Background: an optimization exercise with open tools, aiming at small area, a short achievable clock period and few clock cycles. Do not read the settings as production practice. The RTL was checked by simulation tests, not by an equivalence proof against the original design. Power is estimated from default activity; no workload was simulated.

Design ipdc_window_engine, start of the top module:
module ipdc_window_engine
#(
  parameter int unsigned DATA_W  = 24,
  parameter int unsigned IMG_DIM = 8,
  parameter int unsigned WIN_DIM = 4
) (
  input  logic              i_clk,
  input  logic              i_rst,
  input  logic              i_op_valid,
  input  logic [2:0]        i_op_mode,
  input  logic              i_in_valid,
  input  logic [DATA_W-1:0] i_in_data,
  output logic              o_in_ready,
  input  logic              i_out_ready,
  output logic              o_out_valid,
  output logic [DATA_W-1:0] o_out_data
);
clock: 5.5 ns
lec_check: 0
cap_margin: 20
core_margin: 2
core_utilization: 55
cts_buf_list: sky130_fd_sc_hd__clkbuf_8
cts_cluster_diameter: 80
cts_cluster_size: 16
setup_slack_margin: 3.15
slew_margin: 20
run.sh (not shown) runs the stock make flow with config.mk's settings and CLKGATE_MAP_FILE= SYNTH_SCRIPT=/design/flow/synth_recipe.tcl, a recipe that flattens the netlist after the stock synthesis.
The first run ran to the end with no violations.
Testbench counts at the start, summed over its fixed seeds: cycles 16,041.
Change:
Settings changed: CTS_BUF_LIST sky130_fd_sc_hd__clkbuf_8 to unset, CTS_CLUSTER_DIAMETER 80 to unset, CTS_CLUSTER_SIZE 16 to unset, SETUP_SLACK_MARGIN 3.15 to 3.0.
After rerunning:
- The changed run completed with no timing, DRC or antenna violations
- clock-buffer cell count grows by 145
- clock skew shrinks by 17 ps
- sequential share of layout area shrinks by 3.6 points
- fmax grows slightly
- setup slack improves by 8.1 ps
- routed wire length grows slightly
Change:
Settings changed: CTS_BUF_LIST set to sky130_fd_sc_hd__clkbuf_8, CTS_CLUSTER_DIAMETER set to 45, CTS_CLUSTER_SIZE set to 16.
=> The new run completed with no timing, DRC or antenna violations; synthesized cell count does not change; final cell count drops by 0.68%; core utilization falls by 2.6 points; routed wire length is lower by 0.68%; cell area falls by 4.1%; power came out lower by 13%; critical path depth stays the same; die area stays the same; setup slack got worse by 47 ps; clock power goes down by 32%.
Change:
Settings changed: CTS_CLUSTER_DIAMETER 45 to 60, SETUP_SLACK_MARGIN 3.0 to 3.15.
After rerunning: Sequential cell count is unchanged. Worst setup slack improved by 25 ps. Register-to-register slack gains 150 ps. Core utilization drops by 0.41 points. Clock-buffer cell count fell by 34. Combinational power grows by 9.0%. Die area is unchanged.
Change:
Settings changed: CTS_BUF_LIST sky130_fd_sc_hd__clkbuf_8 to sky130_fd_sc_hd__clkbuf_8 sky130_fd_sc_hd__clkbuf_16, CTS_CLUSTER_DIAMETER 60 to 45.
What happened:
- first-iteration DRC count shrinks by 5.6%
- setup slack gains 20 ps
- final area rose by 4.9%
- clock power increases by 67%
- non-clock buffer count rose by 5
- power rose by 17%
- flip-flop and latch count is unchanged
- fmax went up by 0.82%
- utilization came out higher by 3.0 points
- count of clock-buffer cells in the layout rose by 22


ipdc_window_engine, a different RTL version from the one above (not shown whole).
Size in the first run: roughly 4300 cells after synthesis, roughly 1700 flip-flops, about 51000 um^2 of cells after synthesis.
Settings: LEC_CHECK=0, CAP_MARGIN=20, CORE_MARGIN=2, CORE_UTILIZATION=55, CTS_BUF_LIST=sky130_fd_sc_hd__clkbuf_8, CTS_CLUSTER_DIAMETER=30, CTS_CLUSTER_SIZE=12, SETUP_SLACK_MARGIN=3.0, SLEW_MARGIN=20; clock period 5.5 ns.
The first run went through all stages and came out clean.
Testbench counts at the start, summed over its fixed seeds: cycles 16,041.
Change:
--- a/flow/config.mk
+++ b/flow/config.mk
@@ -10,5 +10 @@
-export CORE_UTILIZATION = 55
-export CTS_BUF_LIST = sky130_fd_sc_hd__clkbuf_8
-export CTS_CLUSTER_DIAMETER = 30
-export CTS_CLUSTER_SIZE = 12
-export SETUP_SLACK_MARGIN = 3.0
+export CORE_UTILIZATION = 40
Outcome: Wire length fell by 12%; setup slack got worse by 0.59 ns; global-route usage drops by 12 points; design area shrinks by 2.6%; count of clock-buffer cells in the layout came out lower by 94; total power falls by 5.3%; register-to-register slack loses 0.77 ns; synthesized area stays the same; via count shrinks by 6.7%; critical path depth came out higher by 6; core utilization is lower by 19 points.
Change:
--- a/flow/config.mk
+++ b/flow/config.mk
@@ -10 +10,5 @@
-export CORE_UTILIZATION = 40
+export CORE_UTILIZATION = 55
+export CTS_BUF_LIST = sky130_fd_sc_hd__clkbuf_8
+export CTS_CLUSTER_DIAMETER = 60
+export CTS_CLUSTER_SIZE = 16
+export SETUP_SLACK_MARGIN = 3.0
- setup slack is better by 0.71 ns
- count of clock-buffer cells in the layout fell by 98
- non-clock buffer count rose by 69
- clock skew rose by 0.027 ns
- core utilization rose by 15 points
- final area fell by 4.3%
- synthesized area is unchanged
- die area fell by about 27%
- via count rose by about 3%
- sequential cell count is unchanged
- total power fell by 15%
Change:
--- a/flow/config.mk
+++ b/flow/config.mk
@@ -10 +10 @@
-export CORE_UTILIZATION = 55
+export CORE_UTILIZATION = 70
@@ -12 +12 @@
-export CTS_CLUSTER_DIAMETER = 60
+export CTS_CLUSTER_DIAMETER = 45
Outcome: Synthesized cell count stays the same. Worst setup slack loses 0.066 ns. Area after synthesis does not change.
Change:
--- a/flow/config.mk
+++ b/flow/config.mk
@@ -10,2 +10,2 @@
-export CORE_UTILIZATION = 70
-export CTS_BUF_LIST = sky130_fd_sc_hd__clkbuf_8
+export CORE_UTILIZATION = 55
+export CTS_BUF_LIST = sky130_fd_sc_hd__clkbuf_4 sky130_fd_sc_hd__clkbuf_8
@@ -13 +13 @@
-export CTS_CLUSTER_SIZE = 16
+export CTS_CLUSTER_SIZE = 20
Effect:
- setup slack degrades by 0.014 ns
- clock power went up by a few percent
- core utilization went down by 16 points
- clock-buffer cell count went up by 11

separate check: timing with driven ports:
The flow's constraints put no driver on any port. The routed layouts listed below were extracted and timed again, unchanged, in two steps. Step 1, drivers: a clkbuf_16 drives i_clk and a buf_2 each remaining input, both assumed. Step 2 also shifts input and output timing later by t, the mid clock arrival at the registers, as if the neighbouring blocks saw the same clock. a / b / c = no drivers / after step 1 / after step 2; a / b = the first two.
run | t (ns) | slack for setup (ns) | worst data-port slew with drivers (ns) | cell pins on the clock port's net
the first run of note 1 | 0.863 | 3.035 / 2.969 / 2.242 | 0.10 | 1
the second run of note 1 | 0.810 | 3.043 / 2.975 / 2.282 | 0.06 | 1
the third run of note 1 | 0.909 | 2.997 / 2.932 / 2.220 | 0.07 | 1
the fourth run of note 1 | 0.896 | 3.022 / 2.955 / 2.279 | 0.10 | 1
the fifth run of note 1 | 0.823 | 3.042 / 3.049 / 2.270 | 0.11 | 1
the first run of note 2 | 0.990 | 2.797 / 2.731 / 2.204 | 0.11 | 1
the second run of note 2 | 0.845 | 2.204 / 2.204 / 1.412 | 0.06 | 1
the third run of note 2 | 0.891 | 2.918 / 2.851 / 2.240 | 0.12 | 1
the fourth run of note 2 | 0.882 | 2.851 / 2.783 / 2.187 | 0.06 | 1
the fifth run of note 2 | 0.917 | 2.837 / 2.805 / 2.235 | 0.11 | 1
After both steps setup and hold are still met in every run listed. For the first run of note 1, which loses most, drivers alone change the setup slack by -0.066 ns; drivers and shift together by -0.793 ns.
